From an optimization exercise on the open Yosys and OpenROAD flow, aimed at small area, a short achievable clock period and few clock cycles per item; shortcuts taken in it are not production practice. In this exercise RTL edits were held to simulation tests only and were not proved equivalent to the original.

`flow/flow/run.sh`:
```
#!/bin/bash
set -euo pipefail
bash standard.sh SETUP_SLACK_MARGIN=7.0 finish > standard_flow.log 2>&1
```
`flow/standard.sh`:
```
#!/bin/bash
# synth_recipe.tcl (not shown) runs the flow's synth.tcl, then flattens the netlist and writes it again
# the make line also repeats each setting of config.mk as NAME=value (left out here)
make -C /OpenROAD-flow-scripts/flow DESIGN_CONFIG=/design/flow/config.mk WORK_HOME=/design/flow/orfs CLKGATE_MAP_FILE= SYNTH_SCRIPT=/design/flow/synth_recipe.tcl "${@:-finish}"
```
`flow/config.mk`:
```
export PLATFORM = sky130hd
export DESIGN_NAME = nn_top
export DESIGN_NICKNAME = nn_top
export VERILOG_FILES = /design/flow/design.v
export SDC_FILE = /design/flow/constraint.sdc
export NUM_CORES = 4
export LEC_CHECK = 0
export ABC_CLOCK_PERIOD_IN_PS = 4000
export CAP_MARGIN = 20
export CORE_MARGIN = 2
export CORE_UTILIZATION = 40
export SLEW_MARGIN = 20
```
`flow/constraint.sdc`:
```
create_clock -name core_clock -period 12.0 [get_ports {clk}]
set_input_delay 2.4000 -clock core_clock [delete_from_list [all_inputs] [get_ports {clk}]]
set_output_delay 2.4000 -clock core_clock [all_outputs]
set_load 0.01 [all_outputs]
```
`flow/design.v`:
```
`default_nettype none
package nn_pkg;
  localparam int n_in  = 4;
  localparam int n_hid = 3;
  localparam int n_w1  = n_in * n_hid;
endpackage
`default_nettype wire
`timescale 1ns/1ps
`default_nettype none
module nn_ctrl (
  input  wire                                  clk,
  input  wire                                  rst_n,
  input  wire                                  in_valid_d,
  output logic [nn_pkg::n_in-1:0]              k_next,      
  output logic                                 l2_next,     
  output logic                                 first_next,  
  output logic                                 fresh_next,  
  output logic                                 l2,          
  output logic                                 rot_d,       
  output logic                                 out_valid
);
  typedef enum logic [2:0] {
    st_idle,
    st_burst,
    st_slow,
    st_l2,
    st_out
  } state_t;
  state_t     state;
  logic [2:0] cnt;      
  logic [2:0] sstep;    
  logic [3:0] k_n;      
  logic       first_n;
  logic       l2_n;
  logic       rot_n;
  logic       l2_go;
  always_comb begin
    k_n     = 4'b0000;
    first_n = 1'b1;
    l2_n    = 1'b0;
    case (state)
      st_idle: begin
        k_n = 4'b0001;
      end
      st_burst: begin
        case (cnt)
          3'd1:    begin k_n = 4'b0010; first_n = 1'b0; end
          3'd2:    begin k_n = 4'b0100; first_n = 1'b0; end
          3'd3:    begin k_n = 4'b1000; first_n = 1'b0; end
          3'd4:    l2_n = 1'b1;
          default: begin end
        endcase
      end
      st_slow: begin
        first_n = (sstep == 3'd0) || (sstep == 3'd4);
        case (sstep)
          3'd0:    k_n = 4'b0001;
          3'd1:    k_n = 4'b0010;
          3'd2:    k_n = 4'b0100;
          3'd3:    k_n = 4'b1000;
          default: l2_n = 1'b1;
        endcase
      end
      default: begin
      end
    endcase
  end
  always_comb begin
    l2_go   = 1'b0;
    rot_n   = 1'b0;
    case (state)
      st_burst: begin
        if (!in_valid_d) begin
          if (cnt == 3'd4) l2_go = 1'b1;
          else             rot_n = 1'b1;
        end
      end
      st_slow: begin
        rot_n = (sstep < 3'd3);
        l2_go = (sstep == 3'd4);
      end
      default: begin
      end
    endcase
  end
  always_ff @(posedge clk or negedge rst_n) begin
    if (!rst_n) begin
      state <= st_idle;
      cnt   <= '0;
      sstep <= '0;
    end else begin
      case (state)
        st_idle: begin
          if (in_valid_d) begin
            state <= st_burst;
            cnt   <= 3'd1;
          end
        end
        st_burst: begin
          if (in_valid_d) begin
            if (cnt != 3'd5) cnt <= cnt + 3'd1;
          end else if (cnt == 3'd4) begin
            state <= st_l2;
          end else begin
            state <= st_slow;
            sstep <= '0;
          end
        end
        st_slow: begin
          sstep <= sstep + 3'd1;
          if (sstep == 3'd4) state <= st_l2;
        end
        st_l2: begin
          state <= st_out;
        end
        default: begin
          state <= st_idle;
        end
      endcase
    end
  end
  assign k_next     = k_n;
  assign l2_next    = l2_n;
  assign first_next = first_n;
  assign fresh_next = (state == st_idle) || (state == st_burst);
  always_ff @(posedge clk or negedge rst_n) begin
    if (!rst_n) begin
      l2        <= 1'b0;
      rot_d     <= 1'b0;
      out_valid <= 1'b0;
    end else begin
      l2        <= l2_go;
      rot_d     <= rot_n;
      out_valid <= (state == st_l2);
    end
  end
endmodule
`default_nettype wire
`timescale 1ns/1ps
`default_nettype none
module nn_operand_store #(
  parameter int data_w = 16
) (
  input  wire                                         clk,
  input  wire                                         rst_n,
  input  wire                                         in_valid_w1,
  input  wire                                         in_valid_w2,
  input  wire                                         in_valid_d,
  input  wire                                         rot_d,
  input  wire  [data_w-1:0]                           weight1,
  input  wire  [data_w-1:0]                           weight2,
  input  wire  [data_w-1:0]                           data_point,
  output logic [nn_pkg::n_w1-1:0][data_w-1:0]         w1,
  output logic [nn_pkg::n_hid-1:0][data_w-1:0]        w2,
  output logic [nn_pkg::n_in-1:0][data_w-1:0]         d,
  output logic [nn_pkg::n_w1-1:0]                     w1_ok,
  output logic [nn_pkg::n_hid-1:0]                    w2_ok,
  output logic [nn_pkg::n_in-1:0]                     d_ok,
  output logic                                        d3_ok_hold,  
  output logic [data_w-1:0]                           d3_next      
);
  assign d3_next = in_valid_d ? data_point : (rot_d ? d[0] : d[nn_pkg::n_in-1]);
  assign d3_ok_hold = rot_d ? d_ok[0] : d_ok[nn_pkg::n_in-1];
  always_ff @(posedge clk) begin
    if (in_valid_w1) begin
      w1 <= {weight1, w1[nn_pkg::n_w1-1:1]};
    end
  end
  always_ff @(posedge clk) begin
    if (in_valid_w2) begin
      w2 <= {weight2, w2[nn_pkg::n_hid-1:1]};
    end
  end
  always_ff @(posedge clk) begin
    if (in_valid_d || rot_d) begin
      d <= {d3_next, d[nn_pkg::n_in-1:1]};
    end
  end
  always_ff @(posedge clk or negedge rst_n) begin
    if (!rst_n) begin
      w1_ok <= '0;
      w2_ok <= '0;
      d_ok  <= '0;
    end else begin
      if (in_valid_w1) begin
        w1_ok <= {1'b1, w1_ok[nn_pkg::n_w1-1:1]};
      end
      if (in_valid_w2) begin
        w2_ok <= {1'b1, w2_ok[nn_pkg::n_hid-1:1]};
      end
      if (in_valid_d || rot_d) begin
        d_ok <= {(in_valid_d | d_ok[0]), d_ok[nn_pkg::n_in-1:1]};
      end
    end
  end
endmodule
`default_nettype wire
`timescale 1ns/1ps
`default_nettype none
module nn_mac_lane #(
  parameter int data_w = 16,
  parameter int lane   = 0
) (
  input  wire                                 clk,
  input  wire                                 rst_n,
  input  wire  [nn_pkg::n_in-1:0]             k_next,
  input  wire                                 l2_next,
  input  wire                                 x_ok_next,
  input  wire  [data_w-1:0]                   x_next,
  input  wire                                 first_next,
  input  wire                                 l2,
  input  wire  [nn_pkg::n_w1-1:0][data_w-1:0] w1,
  input  wire  [nn_pkg::n_w1-1:0]             w1_ok,
  input  wire  [data_w-1:0]                   w2,
  input  wire                                 w2_ok,
  output logic [data_w-1:0]                   p     
);
  logic [data_w-1:0] w_n;
  logic [7:0]        one_n, two_n, neg_n;
  logic [7:0]        one, two, neg;
  logic [data_w-1:0] m;
  logic [data_w-1:0] acc;
  logic [data_w-1:0] nxt;
  always_comb begin
    w_n = l2_next && w2_ok ? w2 : '0;
    for (int i = 0; i < nn_pkg::n_in; i++) begin
      if (k_next[i] && x_ok_next && w1_ok[lane*nn_pkg::n_in + i]) begin
        w_n = w_n | w1[lane*nn_pkg::n_in + i];
      end
    end
  end
  nn_booth_enc u_enc (
    .x   (w_n),
    .one (one_n),
    .two (two_n),
    .neg (neg_n)
  );
  always_ff @(posedge clk) begin
    one <= one_n;
    two <= two_n;
    neg <= neg_n;
    m   <= l2_next ? nxt : x_next;
  end
  nn_mul_add u_mul (
    .one (one),
    .two (two),
    .neg (neg),
    .w   (m),
    .add (acc),
    .y   (nxt)
  );
  always_ff @(posedge clk) begin
    acc <= first_next ? '0 : nxt;
  end
  always_ff @(posedge clk or negedge rst_n) begin
    if (!rst_n) begin
      p <= '0;
    end else begin
      p <= (l2 && !m[data_w-1]) ? nxt : '0;
    end
  end
endmodule
module nn_mul_add (input wire [7:0] one, input wire [7:0] two, input wire [7:0] neg, input wire [15:0] w, input wire [15:0] add, output wire [15:0] y);
  wire b_one0 = one[0];
  wire b_two0 = two[0];
  wire b_neg0 = neg[0];
  wire pp0_0 = ((b_one0 & w[0])) ^ b_neg0;
  wire pp0_1 = ((b_one0 & w[1]) | (b_two0 & w[0])) ^ b_neg0;
  wire pp0_2 = ((b_one0 & w[2]) | (b_two0 & w[1])) ^ b_neg0;
  wire pp0_3 = ((b_one0 & w[3]) | (b_two0 & w[2])) ^ b_neg0;
  wire pp0_4 = ((b_one0 & w[4]) | (b_two0 & w[3])) ^ b_neg0;
  wire pp0_5 = ((b_one0 & w[5]) | (b_two0 & w[4])) ^ b_neg0;
  wire pp0_6 = ((b_one0 & w[6]) | (b_two0 & w[5])) ^ b_neg0;
  wire pp0_7 = ((b_one0 & w[7]) | (b_two0 & w[6])) ^ b_neg0;
  wire pp0_8 = ((b_one0 & w[8]) | (b_two0 & w[7])) ^ b_neg0;
  wire pp0_9 = ((b_one0 & w[9]) | (b_two0 & w[8])) ^ b_neg0;
  wire pp0_10 = ((b_one0 & w[10]) | (b_two0 & w[9])) ^ b_neg0;
  wire pp0_11 = ((b_one0 & w[11]) | (b_two0 & w[10])) ^ b_neg0;
  wire pp0_12 = ((b_one0 & w[12]) | (b_two0 & w[11])) ^ b_neg0;
  wire pp0_13 = ((b_one0 & w[13]) | (b_two0 & w[12])) ^ b_neg0;
  wire pp0_14 = ((b_one0 & w[14]) | (b_two0 & w[13])) ^ b_neg0;
  wire pp0_15 = ((b_one0 & w[15]) | (b_two0 & w[14])) ^ b_neg0;
  wire pp0_16 = ((b_one0 & w[15]) | (b_two0 & w[15])) ^ b_neg0;
  wire pp0_16n = ~pp0_16;
  wire b_one1 = one[1];
  wire b_two1 = two[1];
  wire b_neg1 = neg[1];
  wire pp1_0 = ((b_one1 & w[0])) ^ b_neg1;
  wire pp1_1 = ((b_one1 & w[1]) | (b_two1 & w[0])) ^ b_neg1;
  wire pp1_2 = ((b_one1 & w[2]) | (b_two1 & w[1])) ^ b_neg1;
  wire pp1_3 = ((b_one1 & w[3]) | (b_two1 & w[2])) ^ b_neg1;
  wire pp1_4 = ((b_one1 & w[4]) | (b_two1 & w[3])) ^ b_neg1;
  wire pp1_5 = ((b_one1 & w[5]) | (b_two1 & w[4])) ^ b_neg1;
  wire pp1_6 = ((b_one1 & w[6]) | (b_two1 & w[5])) ^ b_neg1;
  wire pp1_7 = ((b_one1 & w[7]) | (b_two1 & w[6])) ^ b_neg1;
  wire pp1_8 = ((b_one1 & w[8]) | (b_two1 & w[7])) ^ b_neg1;
  wire pp1_9 = ((b_one1 & w[9]) | (b_two1 & w[8])) ^ b_neg1;
  wire pp1_10 = ((b_one1 & w[10]) | (b_two1 & w[9])) ^ b_neg1;
  wire pp1_11 = ((b_one1 & w[11]) | (b_two1 & w[10])) ^ b_neg1;
  wire pp1_12 = ((b_one1 & w[12]) | (b_two1 & w[11])) ^ b_neg1;
  wire pp1_13 = ((b_one1 & w[13]) | (b_two1 & w[12])) ^ b_neg1;
  wire pp1_14 = ((b_one1 & w[14]) | (b_two1 & w[13])) ^ b_neg1;
  wire pp1_15 = ((b_one1 & w[15]) | (b_two1 & w[14])) ^ b_neg1;
  wire pp1_16 = ((b_one1 & w[15]) | (b_two1 & w[15])) ^ b_neg1;
  wire pp1_16n = ~pp1_16;
  wire b_one2 = one[2];
  wire b_two2 = two[2];
  wire b_neg2 = neg[2];
  wire pp2_0 = ((b_one2 & w[0])) ^ b_neg2;
  wire pp2_1 = ((b_one2 & w[1]) | (b_two2 & w[0])) ^ b_neg2;
  wire pp2_2 = ((b_one2 & w[2]) | (b_two2 & w[1])) ^ b_neg2;
  wire pp2_3 = ((b_one2 & w[3]) | (b_two2 & w[2])) ^ b_neg2;
  wire pp2_4 = ((b_one2 & w[4]) | (b_two2 & w[3])) ^ b_neg2;
  wire pp2_5 = ((b_one2 & w[5]) | (b_two2 & w[4])) ^ b_neg2;
  wire pp2_6 = ((b_one2 & w[6]) | (b_two2 & w[5])) ^ b_neg2;
  wire pp2_7 = ((b_one2 & w[7]) | (b_two2 & w[6])) ^ b_neg2;
  wire pp2_8 = ((b_one2 & w[8]) | (b_two2 & w[7])) ^ b_neg2;
  wire pp2_9 = ((b_one2 & w[9]) | (b_two2 & w[8])) ^ b_neg2;
  wire pp2_10 = ((b_one2 & w[10]) | (b_two2 & w[9])) ^ b_neg2;
  wire pp2_11 = ((b_one2 & w[11]) | (b_two2 & w[10])) ^ b_neg2;
  wire pp2_12 = ((b_one2 & w[12]) | (b_two2 & w[11])) ^ b_neg2;
  wire pp2_13 = ((b_one2 & w[13]) | (b_two2 & w[12])) ^ b_neg2;
  wire pp2_14 = ((b_one2 & w[14]) | (b_two2 & w[13])) ^ b_neg2;
  wire pp2_15 = ((b_one2 & w[15]) | (b_two2 & w[14])) ^ b_neg2;
  wire pp2_16 = ((b_one2 & w[15]) | (b_two2 & w[15])) ^ b_neg2;
  wire pp2_16n = ~pp2_16;
  wire b_one3 = one[3];
  wire b_two3 = two[3];
  wire b_neg3 = neg[3];
  wire pp3_0 = ((b_one3 & w[0])) ^ b_neg3;
  wire pp3_1 = ((b_one3 & w[1]) | (b_two3 & w[0])) ^ b_neg3;
  wire pp3_2 = ((b_one3 & w[2]) | (b_two3 & w[1])) ^ b_neg3;
  wire pp3_3 = ((b_one3 & w[3]) | (b_two3 & w[2])) ^ b_neg3;
  wire pp3_4 = ((b_one3 & w[4]) | (b_two3 & w[3])) ^ b_neg3;
  wire pp3_5 = ((b_one3 & w[5]) | (b_two3 & w[4])) ^ b_neg3;
  wire pp3_6 = ((b_one3 & w[6]) | (b_two3 & w[5])) ^ b_neg3;
  wire pp3_7 = ((b_one3 & w[7]) | (b_two3 & w[6])) ^ b_neg3;
  wire pp3_8 = ((b_one3 & w[8]) | (b_two3 & w[7])) ^ b_neg3;
  wire pp3_9 = ((b_one3 & w[9]) | (b_two3 & w[8])) ^ b_neg3;
  wire pp3_10 = ((b_one3 & w[10]) | (b_two3 & w[9])) ^ b_neg3;
  wire pp3_11 = ((b_one3 & w[11]) | (b_two3 & w[10])) ^ b_neg3;
  wire pp3_12 = ((b_one3 & w[12]) | (b_two3 & w[11])) ^ b_neg3;
  wire pp3_13 = ((b_one3 & w[13]) | (b_two3 & w[12])) ^ b_neg3;
  wire pp3_14 = ((b_one3 & w[14]) | (b_two3 & w[13])) ^ b_neg3;
  wire pp3_15 = ((b_one3 & w[15]) | (b_two3 & w[14])) ^ b_neg3;
  wire pp3_16 = ((b_one3 & w[15]) | (b_two3 & w[15])) ^ b_neg3;
  wire pp3_16n = ~pp3_16;
  wire b_one4 = one[4];
  wire b_two4 = two[4];
  wire b_neg4 = neg[4];
  wire pp4_0 = ((b_one4 & w[0])) ^ b_neg4;
  wire pp4_1 = ((b_one4 & w[1]) | (b_two4 & w[0])) ^ b_neg4;
  wire pp4_2 = ((b_one4 & w[2]) | (b_two4 & w[1])) ^ b_neg4;
  wire pp4_3 = ((b_one4 & w[3]) | (b_two4 & w[2])) ^ b_neg4;
  wire pp4_4 = ((b_one4 & w[4]) | (b_two4 & w[3])) ^ b_neg4;
  wire pp4_5 = ((b_one4 & w[5]) | (b_two4 & w[4])) ^ b_neg4;
  wire pp4_6 = ((b_one4 & w[6]) | (b_two4 & w[5])) ^ b_neg4;
  wire pp4_7 = ((b_one4 & w[7]) | (b_two4 & w[6])) ^ b_neg4;
  wire pp4_8 = ((b_one4 & w[8]) | (b_two4 & w[7])) ^ b_neg4;
  wire pp4_9 = ((b_one4 & w[9]) | (b_two4 & w[8])) ^ b_neg4;
  wire pp4_10 = ((b_one4 & w[10]) | (b_two4 & w[9])) ^ b_neg4;
  wire pp4_11 = ((b_one4 & w[11]) | (b_two4 & w[10])) ^ b_neg4;
  wire pp4_12 = ((b_one4 & w[12]) | (b_two4 & w[11])) ^ b_neg4;
  wire pp4_13 = ((b_one4 & w[13]) | (b_two4 & w[12])) ^ b_neg4;
  wire pp4_14 = ((b_one4 & w[14]) | (b_two4 & w[13])) ^ b_neg4;
  wire pp4_15 = ((b_one4 & w[15]) | (b_two4 & w[14])) ^ b_neg4;
  wire b_one5 = one[5];
  wire b_two5 = two[5];
  wire b_neg5 = neg[5];
  wire pp5_0 = ((b_one5 & w[0])) ^ b_neg5;
  wire pp5_1 = ((b_one5 & w[1]) | (b_two5 & w[0])) ^ b_neg5;
  wire pp5_2 = ((b_one5 & w[2]) | (b_two5 & w[1])) ^ b_neg5;
  wire pp5_3 = ((b_one5 & w[3]) | (b_two5 & w[2])) ^ b_neg5;
  wire pp5_4 = ((b_one5 & w[4]) | (b_two5 & w[3])) ^ b_neg5;
  wire pp5_5 = ((b_one5 & w[5]) | (b_two5 & w[4])) ^ b_neg5;
  wire pp5_6 = ((b_one5 & w[6]) | (b_two5 & w[5])) ^ b_neg5;
  wire pp5_7 = ((b_one5 & w[7]) | (b_two5 & w[6])) ^ b_neg5;
  wire pp5_8 = ((b_one5 & w[8]) | (b_two5 & w[7])) ^ b_neg5;
  wire pp5_9 = ((b_one5 & w[9]) | (b_two5 & w[8])) ^ b_neg5;
  wire pp5_10 = ((b_one5 & w[10]) | (b_two5 & w[9])) ^ b_neg5;
  wire pp5_11 = ((b_one5 & w[11]) | (b_two5 & w[10])) ^ b_neg5;
  wire pp5_12 = ((b_one5 & w[12]) | (b_two5 & w[11])) ^ b_neg5;
  wire pp5_13 = ((b_one5 & w[13]) | (b_two5 & w[12])) ^ b_neg5;
  wire b_one6 = one[6];
  wire b_two6 = two[6];
  wire b_neg6 = neg[6];
  wire pp6_0 = ((b_one6 & w[0])) ^ b_neg6;
  wire pp6_1 = ((b_one6 & w[1]) | (b_two6 & w[0])) ^ b_neg6;
  wire pp6_2 = ((b_one6 & w[2]) | (b_two6 & w[1])) ^ b_neg6;
  wire pp6_3 = ((b_one6 & w[3]) | (b_two6 & w[2])) ^ b_neg6;
  wire pp6_4 = ((b_one6 & w[4]) | (b_two6 & w[3])) ^ b_neg6;
  wire pp6_5 = ((b_one6 & w[5]) | (b_two6 & w[4])) ^ b_neg6;
  wire pp6_6 = ((b_one6 & w[6]) | (b_two6 & w[5])) ^ b_neg6;
  wire pp6_7 = ((b_one6 & w[7]) | (b_two6 & w[6])) ^ b_neg6;
  wire pp6_8 = ((b_one6 & w[8]) | (b_two6 & w[7])) ^ b_neg6;
  wire pp6_9 = ((b_one6 & w[9]) | (b_two6 & w[8])) ^ b_neg6;
  wire pp6_10 = ((b_one6 & w[10]) | (b_two6 & w[9])) ^ b_neg6;
  wire pp6_11 = ((b_one6 & w[11]) | (b_two6 & w[10])) ^ b_neg6;
  wire b_one7 = one[7];
  wire b_two7 = two[7];
  wire b_neg7 = neg[7];
  wire pp7_0 = ((b_one7 & w[0])) ^ b_neg7;
  wire pp7_1 = ((b_one7 & w[1]) | (b_two7 & w[0])) ^ b_neg7;
  wire pp7_2 = ((b_one7 & w[2]) | (b_two7 & w[1])) ^ b_neg7;
  wire pp7_3 = ((b_one7 & w[3]) | (b_two7 & w[2])) ^ b_neg7;
  wire pp7_4 = ((b_one7 & w[4]) | (b_two7 & w[3])) ^ b_neg7;
  wire pp7_5 = ((b_one7 & w[5]) | (b_two7 & w[4])) ^ b_neg7;
  wire pp7_6 = ((b_one7 & w[6]) | (b_two7 & w[5])) ^ b_neg7;
  wire pp7_7 = ((b_one7 & w[7]) | (b_two7 & w[6])) ^ b_neg7;
  wire pp7_8 = ((b_one7 & w[8]) | (b_two7 & w[7])) ^ b_neg7;
  wire pp7_9 = ((b_one7 & w[9]) | (b_two7 & w[8])) ^ b_neg7;
  wire s1 = b_neg7 ^ add[6];
  wire c2 = b_neg7 & add[6];
  wire s3 = add[7] ^ pp0_15;
  wire c4 = add[7] & pp0_15;
  wire s5 = add[8] ^ pp0_16;
  wire c6 = add[8] & pp0_16;
  wire s7 = add[9] ^ pp0_16;
  wire c8 = add[9] & pp0_16;
  wire s9 = add[10] ^ pp0_16n;
  wire c10 = add[10] & pp0_16n;
  wire s11 = b_neg4 ^ add[0];
  wire c12 = b_neg4 & add[0];
  wire s13 = add[1] ^ pp0_9;
  wire c14 = add[1] & pp0_9;
  wire s15 = b_neg5 ^ add[2] ^ pp0_10;
  wire c16 = (b_neg5 & add[2]) | (b_neg5 & pp0_10) | (add[2] & pp0_10);
  wire s17 = pp1_8 ^ pp2_6;
  wire c18 = pp1_8 & pp2_6;
  wire s19 = add[3] ^ pp0_11 ^ pp1_9;
  wire c20 = (add[3] & pp0_11) | (add[3] & pp1_9) | (pp0_11 & pp1_9);
  wire s21 = pp2_7 ^ pp3_5;
  wire c22 = pp2_7 & pp3_5;
  wire s23 = b_neg6 ^ add[4] ^ pp0_12;
  wire c24 = (b_neg6 & add[4]) | (b_neg6 & pp0_12) | (add[4] & pp0_12);
  wire s25 = pp1_10 ^ pp2_8 ^ pp3_6;
  wire c26 = (pp1_10 & pp2_8) | (pp1_10 & pp3_6) | (pp2_8 & pp3_6);
  wire s27 = pp4_4 ^ pp5_2;
  wire c28 = pp4_4 & pp5_2;
  wire s29 = add[5] ^ pp0_13 ^ pp1_11;
  wire c30 = (add[5] & pp0_13) | (add[5] & pp1_11) | (pp0_13 & pp1_11);
  wire s31 = pp2_9 ^ pp3_7 ^ pp4_5;
  wire c32 = (pp2_9 & pp3_7) | (pp2_9 & pp4_5) | (pp3_7 & pp4_5);
  wire s33 = pp5_3 ^ pp6_1;
  wire c34 = pp5_3 & pp6_1;
  wire s35 = pp0_14 ^ pp1_12 ^ pp2_10;
  wire c36 = (pp0_14 & pp1_12) | (pp0_14 & pp2_10) | (pp1_12 & pp2_10);
  wire s37 = pp3_8 ^ pp4_6 ^ pp5_4;
  wire c38 = (pp3_8 & pp4_6) | (pp3_8 & pp5_4) | (pp4_6 & pp5_4);
  wire s39 = pp6_2 ^ pp7_0 ^ s1;
  wire c40 = (pp6_2 & pp7_0) | (pp6_2 & s1) | (pp7_0 & s1);
  wire s41 = pp1_13 ^ pp2_11 ^ pp3_9;
  wire c42 = (pp1_13 & pp2_11) | (pp1_13 & pp3_9) | (pp2_11 & pp3_9);
  wire s43 = pp4_7 ^ pp5_5 ^ pp6_3;
  wire c44 = (pp4_7 & pp5_5) | (pp4_7 & pp6_3) | (pp5_5 & pp6_3);
  wire s45 = pp7_1 ^ c2 ^ s3;
  wire c46 = (pp7_1 & c2) | (pp7_1 & s3) | (c2 & s3);
  wire s47 = pp1_14 ^ pp2_12 ^ pp3_10;
  wire c48 = (pp1_14 & pp2_12) | (pp1_14 & pp3_10) | (pp2_12 & pp3_10);
  wire s49 = pp4_8 ^ pp5_6 ^ pp6_4;
  wire c50 = (pp4_8 & pp5_6) | (pp4_8 & pp6_4) | (pp5_6 & pp6_4);
  wire s51 = pp7_2 ^ c4 ^ s5;
  wire c52 = (pp7_2 & c4) | (pp7_2 & s5) | (c4 & s5);
  wire s53 = pp1_15 ^ pp2_13 ^ pp3_11;
  wire c54 = (pp1_15 & pp2_13) | (pp1_15 & pp3_11) | (pp2_13 & pp3_11);
  wire s55 = pp4_9 ^ pp5_7 ^ pp6_5;
  wire c56 = (pp4_9 & pp5_7) | (pp4_9 & pp6_5) | (pp5_7 & pp6_5);
  wire s57 = pp7_3 ^ c6 ^ s7;
  wire c58 = (pp7_3 & c6) | (pp7_3 & s7) | (c6 & s7);
  wire s59 = pp1_16n ^ pp2_14 ^ pp3_12;
  wire c60 = (pp1_16n & pp2_14) | (pp1_16n & pp3_12) | (pp2_14 & pp3_12);
  wire s61 = pp4_10 ^ pp5_8 ^ pp6_6;
  wire c62 = (pp4_10 & pp5_8) | (pp4_10 & pp6_6) | (pp5_8 & pp6_6);
  wire s63 = pp7_4 ^ c8 ^ s9;
  wire c64 = (pp7_4 & c8) | (pp7_4 & s9) | (c8 & s9);
  wire s65 = 1'b1 ^ add[11] ^ pp2_15;
  wire c66 = (1'b1 & add[11]) | (1'b1 & pp2_15) | (add[11] & pp2_15);
  wire s67 = pp3_13 ^ pp4_11 ^ pp5_9;
  wire c68 = (pp3_13 & pp4_11) | (pp3_13 & pp5_9) | (pp4_11 & pp5_9);
  wire s69 = pp6_7 ^ pp7_5 ^ c10;
  wire c70 = (pp6_7 & pp7_5) | (pp6_7 & c10) | (pp7_5 & c10);
  wire s71 = add[12] ^ pp2_16n ^ pp3_14;
  wire c72 = (add[12] & pp2_16n) | (add[12] & pp3_14) | (pp2_16n & pp3_14);
  wire s73 = pp4_12 ^ pp5_10 ^ pp6_8;
  wire c74 = (pp4_12 & pp5_10) | (pp4_12 & pp6_8) | (pp5_10 & pp6_8);
  wire s75 = 1'b1 ^ add[13] ^ pp3_15;
  wire c76 = (1'b1 & add[13]) | (1'b1 & pp3_15) | (add[13] & pp3_15);
  wire s77 = pp4_13 ^ pp5_11;
  wire c78 = pp4_13 & pp5_11;
  wire s79 = add[14] ^ pp3_16n ^ pp4_14;
  wire c80 = (add[14] & pp3_16n) | (add[14] & pp4_14) | (pp3_16n & pp4_14);
  wire s81 = 1'b1 ^ add[15];
  wire c82 = 1'b1 & add[15];
  wire s83 = b_neg3 ^ pp0_6;
  wire c84 = b_neg3 & pp0_6;
  wire s85 = pp0_7 ^ pp1_5;
  wire c86 = pp0_7 & pp1_5;
  wire s87 = pp0_8 ^ pp1_6 ^ pp2_4;
  wire c88 = (pp0_8 & pp1_6) | (pp0_8 & pp2_4) | (pp1_6 & pp2_4);
  wire s89 = pp3_2 ^ pp4_0;
  wire c90 = pp3_2 & pp4_0;
  wire s91 = pp1_7 ^ pp2_5 ^ pp3_3;
  wire c92 = (pp1_7 & pp2_5) | (pp1_7 & pp3_3) | (pp2_5 & pp3_3);
  wire s93 = pp4_1 ^ c12 ^ s13;
  wire c94 = (pp4_1 & c12) | (pp4_1 & s13) | (c12 & s13);
  wire s95 = pp3_4 ^ pp4_2 ^ pp5_0;
  wire c96 = (pp3_4 & pp4_2) | (pp3_4 & pp5_0) | (pp4_2 & pp5_0);
  wire s97 = c14 ^ s17 ^ s15;
  wire c98 = (c14 & s17) | (c14 & s15) | (s17 & s15);
  wire s99 = pp4_3 ^ pp5_1 ^ c18;
  wire c100 = (pp4_3 & pp5_1) | (pp4_3 & c18) | (pp5_1 & c18);
  wire s101 = s21 ^ c16 ^ s19;
  wire c102 = (s21 & c16) | (s21 & s19) | (c16 & s19);
  wire s103 = pp6_0 ^ c22 ^ s27;
  wire c104 = (pp6_0 & c22) | (pp6_0 & s27) | (c22 & s27);
  wire s105 = c20 ^ s23 ^ s25;
  wire c106 = (c20 & s23) | (c20 & s25) | (s23 & s25);
  wire s107 = c28 ^ s33 ^ c24;
  wire c108 = (c28 & s33) | (c28 & c24) | (s33 & c24);
  wire s109 = c26 ^ s29 ^ s31;
  wire c110 = (c26 & s29) | (c26 & s31) | (s29 & s31);
  wire s111 = c34 ^ c30 ^ c32;
  wire c112 = (c34 & c30) | (c34 & c32) | (c30 & c32);
  wire s113 = s35 ^ s37 ^ s39;
  wire c114 = (s35 & s37) | (s35 & s39) | (s37 & s39);
  wire s115 = c36 ^ c38 ^ s41;
  wire c116 = (c36 & c38) | (c36 & s41) | (c38 & s41);
  wire s117 = s43 ^ c40 ^ s45;
  wire c118 = (s43 & c40) | (s43 & s45) | (c40 & s45);
  wire s119 = c42 ^ c44 ^ s47;
  wire c120 = (c42 & c44) | (c42 & s47) | (c44 & s47);
  wire s121 = s49 ^ c46 ^ s51;
  wire c122 = (s49 & c46) | (s49 & s51) | (c46 & s51);
  wire s123 = c48 ^ c50 ^ s53;
  wire c124 = (c48 & c50) | (c48 & s53) | (c50 & s53);
  wire s125 = s55 ^ c52 ^ s57;
  wire c126 = (s55 & c52) | (s55 & s57) | (c52 & s57);
  wire s127 = c54 ^ c56 ^ s59;
  wire c128 = (c54 & c56) | (c54 & s59) | (c56 & s59);
  wire s129 = s61 ^ c58 ^ s63;
  wire c130 = (s61 & c58) | (s61 & s63) | (c58 & s63);
  wire s131 = c60 ^ c62 ^ s65;
  wire c132 = (c60 & c62) | (c60 & s65) | (c62 & s65);
  wire s133 = s67 ^ c64 ^ s69;
  wire c134 = (s67 & c64) | (s67 & s69) | (c64 & s69);
  wire s135 = pp7_6 ^ c66 ^ c68;
  wire c136 = (pp7_6 & c66) | (pp7_6 & c68) | (c66 & c68);
  wire s137 = s71 ^ s73 ^ c70;
  wire c138 = (s71 & s73) | (s71 & c70) | (s73 & c70);
  wire s139 = pp6_9 ^ pp7_7 ^ s77;
  wire c140 = (pp6_9 & pp7_7) | (pp6_9 & s77) | (pp7_7 & s77);
  wire s141 = c72 ^ c74 ^ s75;
  wire c142 = (c72 & c74) | (c72 & s75) | (c74 & s75);
  wire s143 = pp5_12 ^ pp6_10 ^ pp7_8;
  wire c144 = (pp5_12 & pp6_10) | (pp5_12 & pp7_8) | (pp6_10 & pp7_8);
  wire s145 = c78 ^ c76 ^ s79;
  wire c146 = (c78 & c76) | (c78 & s79) | (c76 & s79);
  wire s147 = pp4_15 ^ pp5_13 ^ pp6_11;
  wire c148 = (pp4_15 & pp5_13) | (pp4_15 & pp6_11) | (pp5_13 & pp6_11);
  wire s149 = pp7_9 ^ s81 ^ c80;
  wire c150 = (pp7_9 & s81) | (pp7_9 & c80) | (s81 & c80);
  wire s151 = b_neg2 ^ pp0_4;
  wire c152 = b_neg2 & pp0_4;
  wire s153 = pp0_5 ^ pp1_3;
  wire c154 = pp0_5 & pp1_3;
  wire s155 = pp1_4 ^ pp2_2 ^ pp3_0;
  wire c156 = (pp1_4 & pp2_2) | (pp1_4 & pp3_0) | (pp2_2 & pp3_0);
  wire s157 = pp2_3 ^ pp3_1 ^ c84;
  wire c158 = (pp2_3 & pp3_1) | (pp2_3 & c84) | (pp3_1 & c84);
  wire s159 = c86 ^ s11 ^ s89;
  wire c160 = (c86 & s11) | (c86 & s89) | (s11 & s89);
  wire s161 = c90 ^ c88 ^ s91;
  wire c162 = (c90 & c88) | (c90 & s91) | (c88 & s91);
  wire s163 = c92 ^ s95 ^ c94;
  wire c164 = (c92 & s95) | (c92 & c94) | (s95 & c94);
  wire s165 = c96 ^ s99 ^ c98;
  wire c166 = (c96 & s99) | (c96 & c98) | (s99 & c98);
  wire s167 = c100 ^ s103 ^ c102;
  wire c168 = (c100 & s103) | (c100 & c102) | (s103 & c102);
  wire s169 = c104 ^ c106 ^ s107;
  wire c170 = (c104 & c106) | (c104 & s107) | (c106 & s107);
  wire s171 = c108 ^ c110 ^ s111;
  wire c172 = (c108 & c110) | (c108 & s111) | (c110 & s111);
  wire s173 = c112 ^ s115 ^ c114;
  wire c174 = (c112 & s115) | (c112 & c114) | (s115 & c114);
  wire s175 = c116 ^ s119 ^ c118;
  wire c176 = (c116 & s119) | (c116 & c118) | (s119 & c118);
  wire s177 = c120 ^ s123 ^ c122;
  wire c178 = (c120 & s123) | (c120 & c122) | (s123 & c122);
  wire s179 = c124 ^ s127 ^ c126;
  wire c180 = (c124 & s127) | (c124 & c126) | (s127 & c126);
  wire s181 = c128 ^ s131 ^ c130;
  wire c182 = (c128 & s131) | (c128 & c130) | (s131 & c130);
  wire s183 = c132 ^ s135 ^ c134;
  wire c184 = (c132 & s135) | (c132 & c134) | (s135 & c134);
  wire s185 = c136 ^ s139 ^ s141;
  wire c186 = (c136 & s139) | (c136 & s141) | (s139 & s141);
  wire s187 = s143 ^ c140 ^ c142;
  wire c188 = (s143 & c140) | (s143 & c142) | (c140 & c142);
  wire s189 = c144 ^ s147 ^ c146;
  wire c190 = (c144 & s147) | (c144 & c146) | (s147 & c146);
  wire s191 = b_neg1 ^ pp0_2;
  wire c192 = b_neg1 & pp0_2;
  wire s193 = pp0_3 ^ pp1_1;
  wire c194 = pp0_3 & pp1_1;
  wire s195 = pp1_2 ^ pp2_0 ^ s151;
  wire c196 = (pp1_2 & pp2_0) | (pp1_2 & s151) | (pp2_0 & s151);
  wire s197 = pp2_1 ^ c152 ^ s153;
  wire c198 = (pp2_1 & c152) | (pp2_1 & s153) | (c152 & s153);
  wire s199 = c154 ^ s83 ^ s155;
  wire c200 = (c154 & s83) | (c154 & s155) | (s83 & s155);
  wire s201 = s85 ^ c156 ^ s157;
  wire c202 = (s85 & c156) | (s85 & s157) | (c156 & s157);
  wire s203 = s87 ^ c158 ^ s159;
  wire c204 = (s87 & c158) | (s87 & s159) | (c158 & s159);
  wire s205 = c160 ^ s93 ^ s161;
  wire c206 = (c160 & s93) | (c160 & s161) | (s93 & s161);
  wire s207 = c162 ^ s97 ^ s163;
  wire c208 = (c162 & s97) | (c162 & s163) | (s97 & s163);
  wire s209 = s101 ^ c164 ^ s165;
  wire c210 = (s101 & c164) | (s101 & s165) | (c164 & s165);
  wire s211 = s105 ^ c166 ^ s167;
  wire c212 = (s105 & c166) | (s105 & s167) | (c166 & s167);
  wire s213 = s109 ^ c168 ^ s169;
  wire c214 = (s109 & c168) | (s109 & s169) | (c168 & s169);
  wire s215 = c170 ^ s113 ^ s171;
  wire c216 = (c170 & s113) | (c170 & s171) | (s113 & s171);
  wire s217 = c172 ^ s117 ^ s173;
  wire c218 = (c172 & s117) | (c172 & s173) | (s117 & s173);
  wire s219 = s121 ^ c174 ^ s175;
  wire c220 = (s121 & c174) | (s121 & s175) | (c174 & s175);
  wire s221 = s125 ^ c176 ^ s177;
  wire c222 = (s125 & c176) | (s125 & s177) | (c176 & s177);
  wire s223 = s129 ^ c178 ^ s179;
  wire c224 = (s129 & c178) | (s129 & s179) | (c178 & s179);
  wire s225 = s133 ^ c180 ^ s181;
  wire c226 = (s133 & c180) | (s133 & s181) | (c180 & s181);
  wire s227 = s137 ^ s183 ^ c182;
  wire c228 = (s137 & s183) | (s137 & c182) | (s183 & c182);
  wire s229 = c138 ^ s185 ^ c184;
  wire c230 = (c138 & s185) | (c138 & c184) | (s185 & c184);
  wire s231 = s145 ^ s187 ^ c186;
  wire c232 = (s145 & s187) | (s145 & c186) | (s187 & c186);
  wire s233 = s149 ^ c188 ^ s189;
  wire c234 = (s149 & c188) | (s149 & s189) | (c188 & s189);
  wire [23:0] ra = {c232, s231, s229, c226, c224, c222, c220, c218, c216, c214, c212, c210, c208, c206, c204, c202, c200, c198, c196, c194, c192, pp1_0, pp0_1, b_neg0};
  wire [23:0] rb = {s233, c230, c228, s227, s225, s223, s221, s219, s217, s215, s213, s211, s209, s207, s205, s203, s201, s199, s197, s195, s193, s191, 1'b0, pp0_0};
  wire [23:0] sum = ra + rb;
  assign y = sum[23:8];
endmodule
module nn_booth_enc (input wire [15:0] x, output wire [7:0] one, output wire [7:0] two, output wire [7:0] neg);
  assign one[0] = x[0] ^ 1'b0;
  assign two[0] = (x[1] & ~x[0] & ~1'b0) | (~x[1] & x[0] & 1'b0);
  assign neg[0] = x[1];
  assign one[1] = x[2] ^ x[1];
  assign two[1] = (x[3] & ~x[2] & ~x[1]) | (~x[3] & x[2] & x[1]);
  assign neg[1] = x[3];
  assign one[2] = x[4] ^ x[3];
  assign two[2] = (x[5] & ~x[4] & ~x[3]) | (~x[5] & x[4] & x[3]);
  assign neg[2] = x[5];
  assign one[3] = x[6] ^ x[5];
  assign two[3] = (x[7] & ~x[6] & ~x[5]) | (~x[7] & x[6] & x[5]);
  assign neg[3] = x[7];
  assign one[4] = x[8] ^ x[7];
  assign two[4] = (x[9] & ~x[8] & ~x[7]) | (~x[9] & x[8] & x[7]);
  assign neg[4] = x[9];
  assign one[5] = x[10] ^ x[9];
  assign two[5] = (x[11] & ~x[10] & ~x[9]) | (~x[11] & x[10] & x[9]);
  assign neg[5] = x[11];
  assign one[6] = x[12] ^ x[11];
  assign two[6] = (x[13] & ~x[12] & ~x[11]) | (~x[13] & x[12] & x[11]);
  assign neg[6] = x[13];
  assign one[7] = x[14] ^ x[13];
  assign two[7] = (x[15] & ~x[14] & ~x[13]) | (~x[15] & x[14] & x[13]);
  assign neg[7] = x[15];
endmodule
`default_nettype wire
`timescale 1ns/1ps
`default_nettype none
module nn_hidden_layer #(
  parameter int data_w = 16
) (
  input  wire                                          clk,
  input  wire                                          rst_n,
  input  wire  [nn_pkg::n_in-1:0]                      k_next,
  input  wire                                          l2_next,
  input  wire                                          x_ok_next,
  input  wire                                          first_next,
  input  wire                                          l2,
  input  wire  [data_w-1:0]                            x_next,
  input  wire  [nn_pkg::n_w1-1:0][data_w-1:0]          w1,
  input  wire  [nn_pkg::n_w1-1:0]                      w1_ok,
  input  wire  [nn_pkg::n_hid-1:0][data_w-1:0]         w2,
  input  wire  [nn_pkg::n_hid-1:0]                     w2_ok,
  output logic [nn_pkg::n_hid-1:0][data_w-1:0]         p
);
  for (genvar lane = 0; lane < nn_pkg::n_hid; lane++) begin : g_lane
    nn_mac_lane #(
      .data_w (data_w),
      .lane   (lane)
    ) u_lane (
      .clk       (clk),
      .rst_n     (rst_n),
      .k_next    (k_next),
      .l2_next   (l2_next),
      .x_ok_next (x_ok_next),
      .first_next (first_next),
      .l2        (l2),
      .x_next    (x_next),
      .w1        (w1),
      .w1_ok     (w1_ok),
      .w2        (w2[lane]),
      .w2_ok     (w2_ok[lane]),
      .p         (p[lane])
    );
  end
endmodule
`default_nettype wire
`timescale 1ns/1ps
`default_nettype none
module nn_output_neuron #(
  parameter int data_w = 16
) (
  input  wire  [nn_pkg::n_hid-1:0][data_w-1:0]         p,
  output logic [data_w-1:0]                            out
);
  localparam int lv = $clog2(data_w);
  logic [data_w-1:0] a, b;             
  logic [data_w-1:0] g [0:lv];         
  logic [data_w-1:0] t [0:lv];         
  assign a = p[0] ^ p[1] ^ p[2];
  assign b = {((p[0][data_w-2:0] & p[1][data_w-2:0]) |
               (p[0][data_w-2:0] & p[2][data_w-2:0]) |
               (p[1][data_w-2:0] & p[2][data_w-2:0])), 1'b0};
  assign g[0] = a & b;
  assign t[0] = a ^ b;
  for (genvar l = 0; l < lv; l++) begin : g_lvl
    for (genvar i = 0; i < data_w; i++) begin : g_bit
      if ((i >> l) % 2 == 1) begin : g_join
        localparam int j = ((i >> l) << l) - 1;
        assign g[l+1][i] = g[l][i] | (t[l][i] & g[l][j]);
        assign t[l+1][i] = t[l][i] & t[l][j];
      end else begin : g_pass
        assign g[l+1][i] = g[l][i];
        assign t[l+1][i] = t[l][i];
      end
    end
  end
  assign out = t[0] ^ {g[lv][data_w-2:0], 1'b0};
endmodule
`default_nettype wire
`timescale 1ns/1ps
`default_nettype none
module nn_top #(
  parameter int data_w = 16,
  parameter int frac_w = 8
) (
  input  wire                clk,
  input  wire                rst_n,
  input  wire                in_valid_w1,
  input  wire                in_valid_w2,
  input  wire                in_valid_d,
  input  wire  [data_w-1:0]  weight1,
  input  wire  [data_w-1:0]  weight2,
  input  wire  [data_w-1:0]  data_point,
  output logic               out_valid,
  output logic [data_w-1:0]  out
);
  logic                                  first_next;
  logic                                  fresh_next;
  logic                                  d3_ok_hold;
  logic [nn_pkg::n_in-1:0]               k_next;
  logic                                  l2_next;
  logic [nn_pkg::n_w1-1:0]               w1_ok;
  logic [nn_pkg::n_hid-1:0]              w2_ok;
  logic [nn_pkg::n_in-1:0]               d_ok;
  logic                                  l2;
  logic                                  rot_d;
  logic [nn_pkg::n_w1-1:0][data_w-1:0]   w1;
  logic [nn_pkg::n_hid-1:0][data_w-1:0]  w2;
  logic [nn_pkg::n_in-1:0][data_w-1:0]   d;
  logic [nn_pkg::n_hid-1:0][data_w-1:0]  p;
  logic [data_w-1:0]                     d3_next;
  nn_ctrl u_ctrl (
    .clk        (clk),
    .rst_n      (rst_n),
    .in_valid_d (in_valid_d),
    .k_next     (k_next),
    .l2_next    (l2_next),
    .first_next (first_next),
    .fresh_next (fresh_next),
    .l2         (l2),
    .rot_d      (rot_d),
    .out_valid  (out_valid)
  );
  nn_operand_store #(
    .data_w (data_w)
  ) u_store (
    .clk         (clk),
    .rst_n       (rst_n),
    .in_valid_w1 (in_valid_w1),
    .in_valid_w2 (in_valid_w2),
    .in_valid_d  (in_valid_d),
    .rot_d       (rot_d),
    .weight1     (weight1),
    .weight2     (weight2),
    .data_point  (data_point),
    .w1          (w1),
    .w2          (w2),
    .d           (d),
    .w1_ok       (w1_ok),
    .w2_ok       (w2_ok),
    .d_ok        (d_ok),
    .d3_ok_hold  (d3_ok_hold),
    .d3_next     (d3_next)
  );
  nn_hidden_layer #(
    .data_w (data_w)
  ) u_hidden (
    .clk       (clk),
    .rst_n     (rst_n),
    .k_next    (k_next),
    .l2_next   (l2_next),
    .x_ok_next (fresh_next | d3_ok_hold),
    .first_next (first_next),
    .l2        (l2),
    .x_next    (d3_next),
    .w1        (w1),
    .w1_ok     (w1_ok),
    .w2        (w2),
    .w2_ok     (w2_ok),
    .p         (p)
  );
  nn_output_neuron #(
    .data_w (data_w)
  ) u_output (
    .p     (p),
    .out   (out)
  );
endmodule
`default_nettype wire
```
==> impl_results.md, run 1 <==
* Yosys top cell by area: edfxtp_1
* CP required at 9.60 ns
* Die Y at 303 um
* Post-DP Area at 37200 sq um
* Yosys warning count at 8
* Clock latency on the worst-skew pair at 0.68 ns
* WS Path Type: flop to output pin
* Sequential fraction of the synthesis area at 40.4%
* Multi-input logic area at 19400 sq um
* CTS H-Tree Depth at 2
* Number of remaining DRC errors at 0
* Fin crit period at 5.65 ns
* Largest net degree at the start of global routing at 121
* Crit-path cells: fa_1 -> ha_1 -> a21o_1 -> a21o_1 -> nand2_2 -> a21oi_4 -> or2_4 -> fa_2 -> xor2_1 -> buf_2
* Post-route insts no fill at 4422
* Highest Signal Layer: met4
* Reg area at 14700 sq um
* RePlAce Congestion at 0.874
* Cell mode on critical path: a21o_1
* Met2 wire length at 43800 um
* Num CTS Buffers at 61
* Startpoint Class: flop
* Vias in the first global route at 24026
* Post-synth top area share at 25.5%
* Share of layout cells above drive strength 1 at 12.7%
* Hold/Removal Path Class: flop to flop
* GRT Util Overall at 20.8%
* First-pass GRT wire length at 146000 um
* Net count, final at 3696
* TritonRoute pass-1 iters at 5
* Post-synth EDFFs at 304
* Fin Setup TNS at 0 ns
* Final worst slack at 6.35 ns
* Critical path's slowest cell: fa_1
* Die Wd at 303 um
* Syn nets at 3707
* Per-cell routed wire length at 21.4 um
* Period utilization at 47.1%
* CTS Hold Buffers Added at 0
* Vias at 23764
* DRT antenna net count at 0
* Routed wl met3 at 5610 um
* Fin area at 40500 sq um
* Yosys reg bits at 551
* Placed wire-length estimate at 67900 um
* Fill count at 8143
* Max-cap viol count at 0
* Synth Instances at 3213
* PortBufs at 69
* Initial core utilization at 40.4%
* RSZ-0062 raised after global routing: yes
* Final hold viol count at 0
* Clock transition at path regs at 0.06 ns
* Final setup vio count at 0
* Wl on met1 at 42000 um
* Root buf cell: clkbuf_16
* Row count at 109
* Clock sink count at 551
* Rel. slew slack at 30.3%
* Synth top area cells: edfxtp_1, fa_1, dfxtp_1, xnor2_1, a22oi_1
* Via-per-instance ratio at 5.37
* Core Area at 88500 sq um
* Status: finished clean
* Post-Place Cells at 4251
* Synth Flop Type: edfxtp_1
* Drt first-iter violations at 2347
* Critical path endpoint category: output pin
* Total Routed Length at 94400 um
* Io pins at 70
* Dpl ws at 6.05 ns
* Synthesized cell area at 35800 sq um
* CTS max path bufs at 3
* Skew final at 0.0669 ns
* Die area at 91900 sq um
* CTS tree: done
* Max incr delay on CP at 0.56 ns
* Critical path arrival at 3.25 ns
* GRT Residual Overflow at 0
* Final Max Tran Viols at 0
* Fmax at 177 MHz
* Area delta synth->final at 13.2%
* Async set or reset register ratio after synthesis at 14.3%
* Synth cell types at 63
* Synthesized area per cell at 11.1 sq um
* Initial antenna violation count at 8
* Crit Path Max Fanout at 2
* Slew @ Worst Pin at 1.04 ns
flip-flops by register name, indices dropped and copies added, names as in the netlist:
register	cells
u_store.d	64
u_hidden.g_lane.u_lane.one	24
u_ctrl.cnt	3
u_hidden.g_lane.u_lane.neg	24
u_store.w1	192
u_store.d_ok	4
u_hidden.g_lane.u_lane.p	48
u_ctrl.out_valid	1
u_ctrl.state	3
u_hidden.g_lane.u_lane.two	24
u_ctrl.sstep	3
u_ctrl.l2	1
u_hidden.g_lane.u_lane.m	48
u_hidden.g_lane.u_lane.acc	48
u_ctrl.rot_d	1
u_store.w1_ok	12
u_store.w2_ok	3
u_store.w2	48
area by class of cell:
class	instances	share of cell area [%]
clock buffers	83	4.25
flip-flops and latches	551	36.4
inverters	389	3.61
clock inverters	33	0.970
diodes	2	0.0124
multi-input cells	2047	48.0
repair buffers	152	3.20
well taps	1165	3.60
synthesized netlist by cell type, drive strengths merged (13+ instances only):
| library cell | count |
|---|---|
| a21o | 24 |
| a21oi | 73 |
| a222oi | 24 |
| a22oi | 368 |
| and2 | 14 |
| buf | 43 |
| clkbuf | 183 |
| dfrtp | 79 |
| dfxtp | 168 |
| edfxtp | 304 |
| fa | 291 |
| ha | 150 |
| inv | 387 |
| mux2 | 14 |
| mux2i | 40 |
| nand2 | 144 |
| nand2b | 50 |
| nand3 | 16 |
| nor2 | 129 |
| nor3 | 20 |
| o211ai | 25 |
| o21a | 13 |
| o21ai | 97 |
| or2 | 17 |
| xnor2 | 327 |
| xor2 | 124 |
repair_timing:
action                                  CTS  global route
endpoints found under the setup margin  101            80
buffers inserted                          9            44
pin swaps                                20            25
gates resized for setup                 207           115
cells in the final DEF (no fill, tap or decap), types with 14 or more instances in the layout:
cell type          n
mux2i_1           40
a222oi_1          24
a21o_1            23
and2_1            14
o211ai_1          22
clkbuf_16         63
dfxtp_4           60
nor2_1           127
nand2b_1          49
buf_2             14
nor3_1            18
xor2_1           118
a21oi_1           64
dfxtp_2           36
o21ai_0           87
a22oi_1          359
nand3_1           15
inv_1            384
clkinv_2          16
clkdlybuf4s50_1   51
dfxtp_1           72
buf_4             70
edfxtp_1         304
dfrtp_1           79
fa_1             289
xnor2_1          318
ha_1             143
nand2_1          143
layer usage:
layer	vias up	track usage, %
li1	10895	-
met1	11896	29.6
met2	816	33.1
met3	157	2.67
met4	0	6.33
met5	-	0
cells by family (layout without fill, tap and decap cells):
logic type | count (synthesis) | count (layout) | synth area share [%]
other | 0 | 2 | 0
buffers and inverters | 615 | 657 | 6.67
adder cells (fa/ha/maj) | 441 | 441 | 21.5
AO/OA/AOI/OAI | 683 | 683 | 13.4
AND/OR/NAND/NOR | 418 | 418 | 5.33
multiplexers | 54 | 54 | 1.57
flip-flops | 551 | 551 | 40.4
XOR/XNOR | 451 | 451 | 11.0
critical path, delay by kind of cell (launching register included):
| family | cells | cell delay, ns |
|---|---|---|
| AO/OA/AOI/OAI | 3 | 0.43 |
| XOR/XNOR | 1 | 0.16 |
| adder cells (fa/ha/maj) | 3 | 1.13 |
| buffers and inverters | 1 | 0.14 |
| flip-flops | 1 | 0.38 |
| AND/OR/NAND/NOR | 2 | 0.37 |
per-stage QoR:
step	utilization [%]	hold slack, ns
2_1_floorplan	-	0.400
6_report	45.8	0.416
3_3_place_gp	42.1	0.401
3_5_place_dp	42.1	0.405
4_1_cts	44.9	0.409
5_1_grt	45.8	0.425
path summary, 6_finish.rpt:
path	slack, ns	from	endpoint	cells after the start
min in group asynchronous	1.56	rst_n	u_store.w2_ok[2]	1
hold reg to reg	0.42	u_store.w1[26]	u_store.w1[10]	0
setup / recovery	6.35	u_hidden.g_lane[2].u_lane.p[2]	out[9]	10
setup reg to reg	7.09	u_hidden.g_lane[2].u_lane.m[13]	u_hidden.g_lane[2].u_lane.m[15]	18
max in group asynchronous	9.41	rst_n	u_hidden.g_lane[2].u_lane.p[6]	2
hold / removal	0.42	u_store.w1[26]	u_store.w1[10]	0
Testbench counts, summed over its fixed seeds: cycles 22,400, inferences 3,200.
==> run 2, diff against run 1 <==
--- a/flow/config.mk
+++ b/flow/config.mk
@@ -5,7 +5,6 @@
 export SDC_FILE = /design/flow/constraint.sdc
 export NUM_CORES = 4
 export LEC_CHECK = 0
-export ABC_CLOCK_PERIOD_IN_PS = 4000
 export CAP_MARGIN = 20
 export CORE_MARGIN = 2
 export CORE_UTILIZATION = 40
==> run 2 against run 1 <==
  * Core utilization did not move
  * Via count did not move
  * Final cell count did not move
  * Cell area did not move
  * Non-clock buffer count did not move
  * Global-route usage did not move
  * Setup slack did not move
  * Wire length did not move
==> impl_results.md, run 2 <==
* Status: finished clean
* Register with the most flip-flops: u_store.w1
* Yosys top cell by area: edfxtp_1
* Final worst slack at 6.35 ns (unchanged)
* Drt first-iter violations at 2347 (unchanged)
* Num CTS Buffers at 61 (unchanged)
* Yosys warning count at 8 (unchanged)
* First-pass GRT wire length at 146000 um (unchanged)
* Final Max Tran Viols at 0 (unchanged)
* Final hold viol count at 0 (unchanged)
* Synth Flop Type: edfxtp_1
* Hold/Removal Path Class: flop to flop
* CTS max path bufs at 3 (unchanged)
* Yosys reg bits at 551 (unchanged)
* RePlAce Congestion at 0.874 (unchanged)
* Max reg flops at 192 (unchanged)
* Area delta synth->final at 13.2% (unchanged)
* GRT Residual Overflow at 0 (unchanged)
* Per-cell routed wire length at 21.4 um (unchanged)
* Largest registers: u_store.w1: 192 flops, u_store.d: 64 flops
* Core Area at 88500 sq um (unchanged)
* Root buf cell: clkbuf_16
* Clock latency on the worst-skew pair at 0.68 ns (about the same)
* Initial antenna violation count at 8 (unchanged)
* CTS tree: done
* Die Wd at 303 um (unchanged)
* Slew @ Worst Pin at 1.04 ns (unchanged)
* Total Routed Length at 94400 um (unchanged)
* Startpoint Class: flop
* Fin area at 40500 sq um (unchanged)
* Clock transition at path regs at 0.06 ns (about the same)
* Synth cell types at 63 (unchanged)
* Final setup vio count at 0 (unchanged)
* Vias at 23764 (unchanged)
* Die Y at 303 um (unchanged)
* Critical path endpoint category: output pin
* Synth top area cells: edfxtp_1, fa_1, dfxtp_1, xnor2_1, a22oi_1
* Vias in the first global route at 24026 (unchanged)
* GRT Util Overall at 20.8% (unchanged)
* RSZ-0062 raised after global routing: yes
* Synthesized cell area at 35800 sq um (unchanged)
* TritonRoute pass-1 iters at 5 (unchanged)
* Dpl ws at 6.05 ns (unchanged)
* Synth Instances at 3213 (unchanged)
* Crit Path Max Fanout at 2 (unchanged)
* Clock sink count at 551 (unchanged)
* Initial core utilization at 40.4% (unchanged)
* Fmax at 177 MHz (unchanged)
* Hold_ws at 0.416 ns (unchanged)
* Share of layout cells above drive strength 1 at 12.7% (unchanged)
* Number of remaining DRC errors at 0 (unchanged)
* Die area at 91900 sq um (unchanged)
* Post-synth top cells: inv_1, a22oi_1, xnor2_1
* WS Path Type: flop to output pin
* Sequential fraction of the synthesis area at 40.4% (unchanged)
* Via-per-instance ratio at 5.37 (unchanged)
* Row count at 109 (unchanged)
* Largest net degree at the start of global routing at 121 (unchanged)
* Fill count at 8143 (unchanged)
* Rel. slew slack at 30.3% (unchanged)
* Reg area at 14700 sq um (unchanged)
* Post-DP Area at 37200 sq um (unchanged)
* Syn nets at 3707 (unchanged)
* Commonest non-fill, non-tap cells in the layout: inv_1, a22oi_1, xnor2_1
* Critical path arrival at 3.25 ns (about the same)
* Fin crit period at 5.65 ns (unchanged)
* Post-synth top area share at 25.5% (unchanged)
* Max-cap viol count at 0 (unchanged)
* Skew final at 0.0669 ns (unchanged)
* PortBufs at 69 (unchanged)
* Multi-input logic area at 19400 sq um (unchanged)
* Synthesized area per cell at 11.1 sq um (unchanged)
* Post-synth EDFFs at 304 (unchanged)
* CTS H-Tree Depth at 2 (unchanged)
* CTS Hold Buffers Added at 0 (unchanged)
* CP required at 9.60 ns (about the same)
* Top-count cell post-synth: inv_1
* Net count, final at 3696 (unchanged)
* Fin Setup TNS at 0 ns (unchanged)
* Period utilization at 47.1% (unchanged)
* Placed wire-length estimate at 67900 um (unchanged)
* Io pins at 70 (unchanged)
* Async set or reset register ratio after synthesis at 14.3% (unchanged)
* DRT antenna net count at 0 (unchanged)
* Commonest non-fill, non-tap cell in the layout: inv_1
-- run 2: cell counts after synthesis --
No cell type changed its count.
-- run 2: cell families after synthesis --
family	after synthesis	share of synthesized area [%]
mux	54	1.57
flops	551	40.4
fa+ha+maj	441	21.5
simple gates	418	5.33
xor+xnor	451	11.0
compound gates	683	13.4
buf+inv	615	6.67
-- run 2: worst paths after layout --
check	start	to	slack [ns]	depth (start not counted)
max	u_hidden.g_lane[2].u_lane.p[2]	out[9]	6.35	10
min	u_store.w1[26]	u_store.w1[10]	0.42	0
max reg2reg	u_hidden.g_lane[2].u_lane.m[13]	u_hidden.g_lane[2].u_lane.m[15]	7.09	18
min reg2reg	u_store.w1[26]	u_store.w1[10]	0.42	0
max in group asynchronous	rst_n	u_hidden.g_lane[2].u_lane.p[6]	9.41	2
min in group asynchronous	rst_n	u_store.w2_ok[2]	1.56	1
-- run 2: per-stage QoR --
stage,instances,util [%]
after floorplan,3213,-
after global placement,4251,42.1
after detailed placement,4251,42.1
after CTS,4376,44.9
after global routing,4421,45.8
final,4422,45.8
-- run 2: area by class of cell --
class                      instances  share of cell area [%]
inverter                         389                    3.61
clock inverter                    33                   0.970
clock buffer                      83                    4.25
antenna                            2                  0.0124
tap                             1165                    3.60
multi-input combinational       2047                    48.0
timing repair buffer             152                    3.20
sequential                       551                    36.4
-- run 2: timing repair --
action | in CTS | in global routing
pin swaps | 20 | 25
buffers inserted | 9 | 44
setup endpoints to repair | 101 | 80
resized for setup | 207 | 115
cloned | 0 | 0
-- run 2: metal layers --
metal	global-route usage (%)	up-vias	share of wire (%)
met5	0	-	0
met4	6.33	0	3.2
met3	2.67	157	5.9
met2	33.1	816	46
met1	29.6	11896	44
li1	-	10895	-
-- run 2: critical path, stage by stage, from the launching register on --
cell and delay (ns):
dfrtp_1 0.38, fa_1 0.56, ha_1 0.23, a21o_1 0.15, a21o_1 0.18, nand2_2 0.09
a21oi_4 0.10, or2_4 0.28, fa_2 0.34, xor2_1 0.16, buf_2 0.14

-- port drivers added, routing unchanged --
In the flow no input, the clock included, has a driving cell. The finished layouts below were timed again as built, in two steps. Step 1 (the two cells are an assumption about what drives the block):
set clk [get_ports {clk}]
set_driving_cell -lib_cell sky130_fd_sc_hd__clkbuf_16 $clk
set_driving_cell -lib_cell sky130_fd_sc_hd__buf_2 [delete_from_list [all_inputs] $clk]
Step 2 times the ports against the registers' clock, not the clock port: input delays grow and output delays shrink by t, the midpoint of the rising clock arrivals with the driver on. a / b / c = ideal ports / drivers / drivers and shift; a / b = the first two.
run | t, ns | slack for setup (ns) | pins driven straight from the clock port
run 1 | 0.700 | 6.347 / 6.290 / 6.990 | 1
run 2 | 0.700 | 6.347 / 6.290 / 6.990 | 1
After both steps every run listed still meets setup and hold.
